Context: an optimization exercise on an open-source flow, tuned for small area, a short achievable clock period and few clock cycles per item. The choices shown serve that exercise and are no tape-out recipe.
In this exercise RTL edits were held to simulation tests only and were not proved equivalent to the original.
No activity file was given, so power comes from the tool's default toggle rates.

==> inputs of 12-17 <==
==> flow/design.v (excerpt) <==
module alu #(
  parameter int WIDTH = 32
) (
  input  logic             clk,
  input  logic             rst_b,
  input  logic [3:0]       opcode,
  input  logic [WIDTH-1:0] ibus,
  output logic [WIDTH-1:0] obus,
  output logic             fin
);
clock: 10.0 ns
lec_check: 0
cap_margin: 20
core_margin: 2
core_utilization: 30
setup_slack_margin: 5
slew_margin: 20
run.sh (not shown) runs the stock make flow with config.mk's settings and CLKGATE_MAP_FILE= SYNTH_SCRIPT=/design/flow/synth_recipe.tcl, a recipe that flattens the netlist after the stock synthesis.
==> 06-22 (differences from 12-17) <==
--- a/flow/design.v
+++ b/flow/design.v
@@ -45,24 +45,23 @@
     end
     z5 = z4[1] & z4[0];
     c5 = z4[1] ? {1'b1, c4[3:0]} : {1'b0, c4[7:4]};
     lzc32 = z5 ? 6'd32 : {1'b0, c5};
   endfunction
   function automatic logic [32:0] rev33(input logic [32:0] v);
     for (int i = 0; i < 33; i++) rev33[i] = v[32-i];
   endfunction
-  logic st_idle, st_loady, st_exec, st_mstep, st_align, st_dstep, st_outq, st_outr;
+  logic st_idle, st_loady, st_mstep, st_align, st_dstep, st_outq, st_outr;
   logic op_add, op_sub, op_neg, op_shr, op_shl, op_and, op_or, op_mul, op_div;
   logic [31:0] r_x;      
   logic [33:0] r_y;      
   logic [31:0] r_acc;    
   logic        r_qm1;
   logic [5:0]  r_cnt;
-  logic [5:0]  r_lzx, r_lzy;
   logic        r_sx, r_sy, r_yz;
   logic        r_fx, r_fa;   
   logic        w_op_valid;
   logic [35:0] w_a, w_b, w_sum;
   logic        w_binv, w_ci;
   logic [35:0] w_cs_s, w_cs_c;
   logic        w_neg0;
   logic [32:0] w_sh_in, w_sh_out, w_shl;
@@ -93,83 +92,82 @@
     m1 = ({36{one1}} & ys) | ({36{two1}} & {ys[34:0], 1'b0});
     p0 = m0 ^ {36{w_neg0}};
     p1 = {m1[33:0] ^ {34{neg1}}, neg1, neg1};
     a  = {{4{r_acc[31]}}, r_acc};
     w_cs_s = a ^ p0 ^ p1;
     w_cs_c = {(a[34:0] & p0[34:0]) | (a[34:0] & p1[34:0]) | (p0[34:0] & p1[34:0]), neg1};
   end
   always_comb begin
-    logic        a_x, a_s, a_acc, b_x, b_y, b_c, b_acc;
+    logic        b_i, a_x, a_s, a_acc, b_x, b_y, b_c, b_acc;
     logic [35:0] bsrc;
-    a_x   = st_exec & (op_add | op_sub);
+    a_x   = st_loady & (op_add | op_sub);
     a_s   = st_mstep;
     a_acc = st_dstep;
-    b_x   = st_loady | (st_exec & op_neg) | st_outq;    
-    b_y   = (st_exec & ~op_neg) | st_dstep;              
+    b_x   = (st_loady & ~op_add & ~op_sub) | st_outq;   
+    b_i   = st_loady & (op_add | op_sub);                
+    b_y   = st_dstep;                                    
     b_c   = st_mstep;
     b_acc = st_outr;                                     
     w_a   = ({36{a_x}} & {4'd0, r_x}) | ({36{a_s}} & w_cs_s) | ({36{a_acc}} & {4'd0, r_acc});
-    bsrc  = ({36{b_x}} & {4'd0, r_x}) | ({36{b_y}} & {{2{r_y[33]}}, r_y}) |
+    bsrc  = ({36{b_x}} & {4'd0, r_x}) | ({36{b_i}} & {4'd0, ibus}) | ({36{b_y}} & {{2{r_y[33]}}, r_y}) |
             ({36{b_c}} & w_cs_c) | ({36{b_acc}} & {4'd0, r_acc});
-    w_binv = (st_loady & r_x[31]) | (st_exec & (op_sub | op_neg)) | (st_dstep & ~r_sy) |
+    w_binv = (st_loady & (op_div ? r_x[31] : (op_sub | op_neg))) | (st_dstep & ~r_sy) |
              (st_outq & (r_sx ^ r_sy)) | (st_outr & r_sx);
     w_b   = bsrc ^ {36{w_binv}};
     w_ci  = st_mstep ? w_neg0 : w_binv;
     w_sum = w_a + w_b + {35'd0, w_ci};
   end
   always_comb begin
     logic [32:0] vl;
     w_sh_left = st_align | op_shl;
     vl        = st_align ? r_y[32:0] : {1'b0, r_x};
     w_sh_in   = w_sh_left ? rev33(vl) : {r_x[31], r_x};
     w_sh_fill = ~w_sh_left & r_x[31];
-    w_sh_amt  = st_align ? w_k[4:0] : r_y[4:0];
+    w_sh_amt  = st_align ? w_k[4:0] : ibus[4:0];
     w_sh_out  = 33'($signed({w_sh_fill, w_sh_in}) >>> w_sh_amt);
     w_shl     = rev33(w_sh_out);
   end
   assign w_alu = ({32{op_shr}} & w_sh_out[31:0]) | ({32{op_shl}} & w_shl[31:0]) |
-                 ({32{op_and}} & (r_x & r_y[31:0])) | ({32{op_or}} & (r_x | r_y[31:0])) |
+                 ({32{op_and}} & (r_x & ibus)) | ({32{op_or}} & (r_x | ibus)) |
                  ({32{op_add | op_sub | op_neg}} & w_sum[31:0]);
   always_comb begin
     logic [5:0] l;
-    l     = lzc32(ibus ^ {32{ibus[31]}});
+    l     = lzc32(r_y[31:0] ^ {32{r_sy}});
     w_lzy = l[5] ? 6'd31 : l;
-    w_lzx = lzc32(r_x ^ {32{r_x[31]}}) - {5'd0, r_x[31]};
-  end
-  assign w_k     = r_lzy - r_lzx;
+    w_lzx = lzc32(r_acc[31:0]);
+  end
+  assign w_k     = w_lzy - w_lzx;
   assign w_dq    = ~w_sum[35];
   assign w_mlast = (r_cnt[2:0] == 3'd7);
   assign w_dlast = (r_cnt == 6'd0);
   assign obus = ({32{r_fx}} & r_x) | ({32{r_fa}} & r_acc);
   always_ff @(posedge clk) begin
     if (rst_b) begin
       st_idle  <= 1'b1;
       st_loady <= 1'b0;
-      st_exec  <= 1'b0;
       st_mstep <= 1'b0;
       st_align <= 1'b0;
       st_dstep <= 1'b0;
       st_outq  <= 1'b0;
       st_outr  <= 1'b0;
       r_fx     <= 1'b0;
       r_fa     <= 1'b0;
       fin      <= 1'b0;
     end else begin
-      st_idle  <= (st_idle & ~w_op_valid) | st_exec | st_outr;
+      st_idle  <= (st_idle & ~w_op_valid) | (st_loady & ~op_mul & ~op_div) | st_outr;
       st_loady <= st_idle & w_op_valid;
-      st_exec  <= st_loady & ~op_mul & ~op_div;
       st_mstep <= (st_loady & op_mul) | (st_mstep & ~w_mlast);
       st_align <= st_loady & op_div;
       st_dstep <= (st_align & ~w_k[5] & ~r_yz) | (st_dstep & ~w_dlast);
       st_outq  <= (st_align & (w_k[5] | r_yz)) | (st_dstep & w_dlast);
       st_outr  <= (st_mstep & w_mlast) | st_outq;
       r_fx     <= (st_mstep & w_mlast) | st_outq;
-      r_fa     <= st_exec | st_outr;
-      fin      <= (st_mstep & w_mlast) | st_outq | st_exec | st_outr;
+      r_fa     <= (st_loady & ~op_mul & ~op_div) | st_outr;
+      fin      <= (st_mstep & w_mlast) | st_outq | (st_loady & ~op_mul & ~op_div) | st_outr;
     end
   end
   always_ff @(posedge clk) begin
     if (st_idle) begin
       op_add <= (opcode == OP_ADD);
       op_sub <= (opcode == OP_SUB);
       op_neg <= (opcode == OP_NEG);
       op_shr <= (opcode == OP_SHR);
@@ -179,24 +177,21 @@
       op_mul <= (opcode == OP_MUL);
       op_div <= (opcode == OP_DIV);
       r_x    <= ibus;
     end
     if (st_loady) begin
       r_y   <= {{2{ibus[31]}}, ibus};
       r_sy  <= ibus[31];
       r_yz  <= (ibus == 32'd0);
-      r_lzy <= w_lzy;
-      r_lzx <= w_lzx;
       r_sx  <= r_x[31];
-      r_acc <= op_div ? w_sum[31:0] : 32'd0;
+      r_acc <= op_div ? w_sum[31:0] : op_mul ? 32'd0 : w_alu;
       r_qm1 <= 1'b0;
       r_cnt <= '0;
     end
-    if (st_exec) r_acc <= w_alu;
     if (st_mstep) begin
       r_acc <= w_sum[35:4];
       r_x   <= {w_sum[3:0], r_x[31:4]};
       r_qm1 <= r_x[3];
       r_cnt <= r_cnt + 6'd1;
     end
     if (st_align) begin
       r_y   <= {r_sy, w_shl};
==> flow/config.mk (replaced) <==
export PLATFORM = sky130hd
export DESIGN_NAME = alu
export DESIGN_NICKNAME = alu
export VERILOG_FILES = /design/flow/design.v
export SDC_FILE = /design/flow/constraint.sdc
export NUM_CORES = 4
export LEC_CHECK = 0
export ABC_AREA = 1
export CAP_MARGIN = 20
export CORE_MARGIN = 2
export CORE_UTILIZATION = 40
export SETUP_SLACK_MARGIN = 5
export SLEW_MARGIN = 20
export TNS_END_PERCENT = 0
==> 06-16 (differences from 12-17) <==
--- a/flow/design.v
+++ b/flow/design.v
@@ -45,24 +45,23 @@
     end
     z5 = z4[1] & z4[0];
     c5 = z4[1] ? {1'b1, c4[3:0]} : {1'b0, c4[7:4]};
     lzc32 = z5 ? 6'd32 : {1'b0, c5};
   endfunction
   function automatic logic [32:0] rev33(input logic [32:0] v);
     for (int i = 0; i < 33; i++) rev33[i] = v[32-i];
   endfunction
-  logic st_idle, st_loady, st_exec, st_mstep, st_align, st_dstep, st_outq, st_outr;
+  logic st_idle, st_loady, st_mstep, st_align, st_dstep, st_outq, st_outr;
   logic op_add, op_sub, op_neg, op_shr, op_shl, op_and, op_or, op_mul, op_div;
   logic [31:0] r_x;      
   logic [33:0] r_y;      
   logic [31:0] r_acc;    
   logic        r_qm1;
   logic [5:0]  r_cnt;
-  logic [5:0]  r_lzx, r_lzy;
   logic        r_sx, r_sy, r_yz;
   logic        r_fx, r_fa;   
   logic        w_op_valid;
   logic [35:0] w_a, w_b, w_sum;
   logic        w_binv, w_ci;
   logic [35:0] w_cs_s, w_cs_c;
   logic        w_neg0;
   logic [32:0] w_sh_in, w_sh_out, w_shl;
@@ -93,83 +92,82 @@
     m1 = ({36{one1}} & ys) | ({36{two1}} & {ys[34:0], 1'b0});
     p0 = m0 ^ {36{w_neg0}};
     p1 = {m1[33:0] ^ {34{neg1}}, neg1, neg1};
     a  = {{4{r_acc[31]}}, r_acc};
     w_cs_s = a ^ p0 ^ p1;
     w_cs_c = {(a[34:0] & p0[34:0]) | (a[34:0] & p1[34:0]) | (p0[34:0] & p1[34:0]), neg1};
   end
   always_comb begin
-    logic        a_x, a_s, a_acc, b_x, b_y, b_c, b_acc;
+    logic        b_i, a_x, a_s, a_acc, b_x, b_y, b_c, b_acc;
     logic [35:0] bsrc;
-    a_x   = st_exec & (op_add | op_sub);
+    a_x   = st_loady & (op_add | op_sub);
     a_s   = st_mstep;
     a_acc = st_dstep;
-    b_x   = st_loady | (st_exec & op_neg) | st_outq;    
-    b_y   = (st_exec & ~op_neg) | st_dstep;              
+    b_x   = (st_loady & ~op_add & ~op_sub) | st_outq;   
+    b_i   = st_loady & (op_add | op_sub);                
+    b_y   = st_dstep;                                    
     b_c   = st_mstep;
     b_acc = st_outr;                                     
     w_a   = ({36{a_x}} & {4'd0, r_x}) | ({36{a_s}} & w_cs_s) | ({36{a_acc}} & {4'd0, r_acc});
-    bsrc  = ({36{b_x}} & {4'd0, r_x}) | ({36{b_y}} & {{2{r_y[33]}}, r_y}) |
+    bsrc  = ({36{b_x}} & {4'd0, r_x}) | ({36{b_i}} & {4'd0, ibus}) | ({36{b_y}} & {{2{r_y[33]}}, r_y}) |
             ({36{b_c}} & w_cs_c) | ({36{b_acc}} & {4'd0, r_acc});
-    w_binv = (st_loady & r_x[31]) | (st_exec & (op_sub | op_neg)) | (st_dstep & ~r_sy) |
+    w_binv = (st_loady & (op_div ? r_x[31] : (op_sub | op_neg))) | (st_dstep & ~r_sy) |
              (st_outq & (r_sx ^ r_sy)) | (st_outr & r_sx);
     w_b   = bsrc ^ {36{w_binv}};
     w_ci  = st_mstep ? w_neg0 : w_binv;
-    w_sum = w_a + w_b + {35'd0, w_ci};
+    w_sum = 36'(({w_a, w_ci} + {w_b, w_ci}) >> 1);
   end
   always_comb begin
     logic [32:0] vl;
     w_sh_left = st_align | op_shl;
     vl        = st_align ? r_y[32:0] : {1'b0, r_x};
     w_sh_in   = w_sh_left ? rev33(vl) : {r_x[31], r_x};
     w_sh_fill = ~w_sh_left & r_x[31];
-    w_sh_amt  = st_align ? w_k[4:0] : r_y[4:0];
+    w_sh_amt  = st_align ? w_k[4:0] : ibus[4:0];
     w_sh_out  = 33'($signed({w_sh_fill, w_sh_in}) >>> w_sh_amt);
     w_shl     = rev33(w_sh_out);
   end
   assign w_alu = ({32{op_shr}} & w_sh_out[31:0]) | ({32{op_shl}} & w_shl[31:0]) |
-                 ({32{op_and}} & (r_x & r_y[31:0])) | ({32{op_or}} & (r_x | r_y[31:0])) |
+                 ({32{op_and}} & (r_x & ibus)) | ({32{op_or}} & (r_x | ibus)) |
                  ({32{op_add | op_sub | op_neg}} & w_sum[31:0]);
   always_comb begin
     logic [5:0] l;
-    l     = lzc32(ibus ^ {32{ibus[31]}});
+    l     = lzc32(r_y[31:0] ^ {32{r_sy}});
     w_lzy = l[5] ? 6'd31 : l;
-    w_lzx = lzc32(r_x ^ {32{r_x[31]}}) - {5'd0, r_x[31]};
-  end
-  assign w_k     = r_lzy - r_lzx;
+    w_lzx = lzc32(r_acc[31:0]);
+  end
+  assign w_k     = w_lzy - w_lzx;
   assign w_dq    = ~w_sum[35];
   assign w_mlast = (r_cnt[2:0] == 3'd7);
   assign w_dlast = (r_cnt == 6'd0);
   assign obus = ({32{r_fx}} & r_x) | ({32{r_fa}} & r_acc);
   always_ff @(posedge clk) begin
     if (rst_b) begin
       st_idle  <= 1'b1;
       st_loady <= 1'b0;
-      st_exec  <= 1'b0;
       st_mstep <= 1'b0;
       st_align <= 1'b0;
       st_dstep <= 1'b0;
       st_outq  <= 1'b0;
       st_outr  <= 1'b0;
       r_fx     <= 1'b0;
       r_fa     <= 1'b0;
       fin      <= 1'b0;
     end else begin
-      st_idle  <= (st_idle & ~w_op_valid) | st_exec | st_outr;
+      st_idle  <= (st_idle & ~w_op_valid) | (st_loady & ~op_mul & ~op_div) | st_outr;
       st_loady <= st_idle & w_op_valid;
-      st_exec  <= st_loady & ~op_mul & ~op_div;
       st_mstep <= (st_loady & op_mul) | (st_mstep & ~w_mlast);
       st_align <= st_loady & op_div;
       st_dstep <= (st_align & ~w_k[5] & ~r_yz) | (st_dstep & ~w_dlast);
       st_outq  <= (st_align & (w_k[5] | r_yz)) | (st_dstep & w_dlast);
       st_outr  <= (st_mstep & w_mlast) | st_outq;
       r_fx     <= (st_mstep & w_mlast) | st_outq;
-      r_fa     <= st_exec | st_outr;
-      fin      <= (st_mstep & w_mlast) | st_outq | st_exec | st_outr;
+      r_fa     <= (st_loady & ~op_mul & ~op_div) | st_outr;
+      fin      <= (st_mstep & w_mlast) | st_outq | (st_loady & ~op_mul & ~op_div) | st_outr;
     end
   end
   always_ff @(posedge clk) begin
     if (st_idle) begin
       op_add <= (opcode == OP_ADD);
       op_sub <= (opcode == OP_SUB);
       op_neg <= (opcode == OP_NEG);
       op_shr <= (opcode == OP_SHR);
@@ -179,24 +177,21 @@
       op_mul <= (opcode == OP_MUL);
       op_div <= (opcode == OP_DIV);
       r_x    <= ibus;
     end
     if (st_loady) begin
       r_y   <= {{2{ibus[31]}}, ibus};
       r_sy  <= ibus[31];
       r_yz  <= (ibus == 32'd0);
-      r_lzy <= w_lzy;
-      r_lzx <= w_lzx;
       r_sx  <= r_x[31];
-      r_acc <= op_div ? w_sum[31:0] : 32'd0;
+      r_acc <= op_div ? w_sum[31:0] : op_mul ? 32'd0 : w_alu;
       r_qm1 <= 1'b0;
       r_cnt <= '0;
     end
-    if (st_exec) r_acc <= w_alu;
     if (st_mstep) begin
       r_acc <= w_sum[35:4];
       r_x   <= {w_sum[3:0], r_x[31:4]};
       r_qm1 <= r_x[3];
       r_cnt <= r_cnt + 6'd1;
     end
     if (st_align) begin
       r_y   <= {r_sy, w_shl};
==> flow/config.mk (replaced) <==
export PLATFORM = sky130hd
export DESIGN_NAME = alu
export DESIGN_NICKNAME = alu
export VERILOG_FILES = /design/flow/design.v
export SDC_FILE = /design/flow/constraint.sdc
export NUM_CORES = 4
export LEC_CHECK = 0
export ABC_AREA = 1
export CAP_MARGIN = 20
export CORE_MARGIN = 2
export CORE_UTILIZATION = 40
export SETUP_SLACK_MARGIN = 5
export SLEW_MARGIN = 20
export TNS_END_PERCENT = 0
==> summary of the runs <==
Via count, lowest first: 12-17, 06-22, 06-16.
Critical path depth: 06-22 is lower than 06-16 (18).
Of 06-16 and 06-22, 06-16 has the higher power (gap 2.1%, measured against 06-22).
The highest global-route usage belongs to 06-16, the lowest to 12-17.
Combinational power: 06-16 is higher than 06-22 (about 5%).
Final cell count: 06-16 > 06-22 > 12-17.
Count of clock-buffer cells in the layout is the same in 12-17 and 06-16.
Synthesized cell count: 12-17 < 06-22 < 06-16.
The lowest maximum frequency belongs to 12-17, the highest to 06-16.
In sequential cell count, 06-16 and 06-22 do not differ.
Testbench counts of 12-17, summed over its fixed seeds: cycles 17,807, ops 3,200.
Testbench counts of 06-22, summed over its fixed seeds: cycles 15,434, ops 3,200.
Testbench counts of 06-16, summed over its fixed seeds: cycles 15,434, ops 3,200.

static timing again, ports no longer ideal:
No port has a modelled driver above. Below, the same layouts with a new extraction and two added sets of constraints. Step 1 assumes that a clkbuf_16 drives the clock port and a buf_2 every other input. Step 2 moves the port delays by t, midway between the first and last clock arrival at a register: inputs arrive t later, outputs are due t later. That takes back most of the time a late clock gives input paths. Three values: no drivers, after step 1, after step 2; two values: the first two.
| run | t (ns) | slack for setup (ns) | worst setup path after step 2 | worst register clock-pin slew, ns |
|---|---|---|---|---|
| 12-17 | 0.509 | 4.653 / 4.653 / 4.653 | register to register | 0.07 / 0.07 |
| 06-22 | 0.550 | 4.800 / 4.741 / 4.358 | input to register | 0.07 / 0.07 |
| 06-16 | 0.542 | 4.823 / 4.823 / 4.409 | input to register | 0.08 / 0.08 |
After both steps every run listed still meets setup and hold. For 06-22, which loses most, drivers alone change the setup slack by -0.059 ns; drivers and shift together by -0.442 ns.
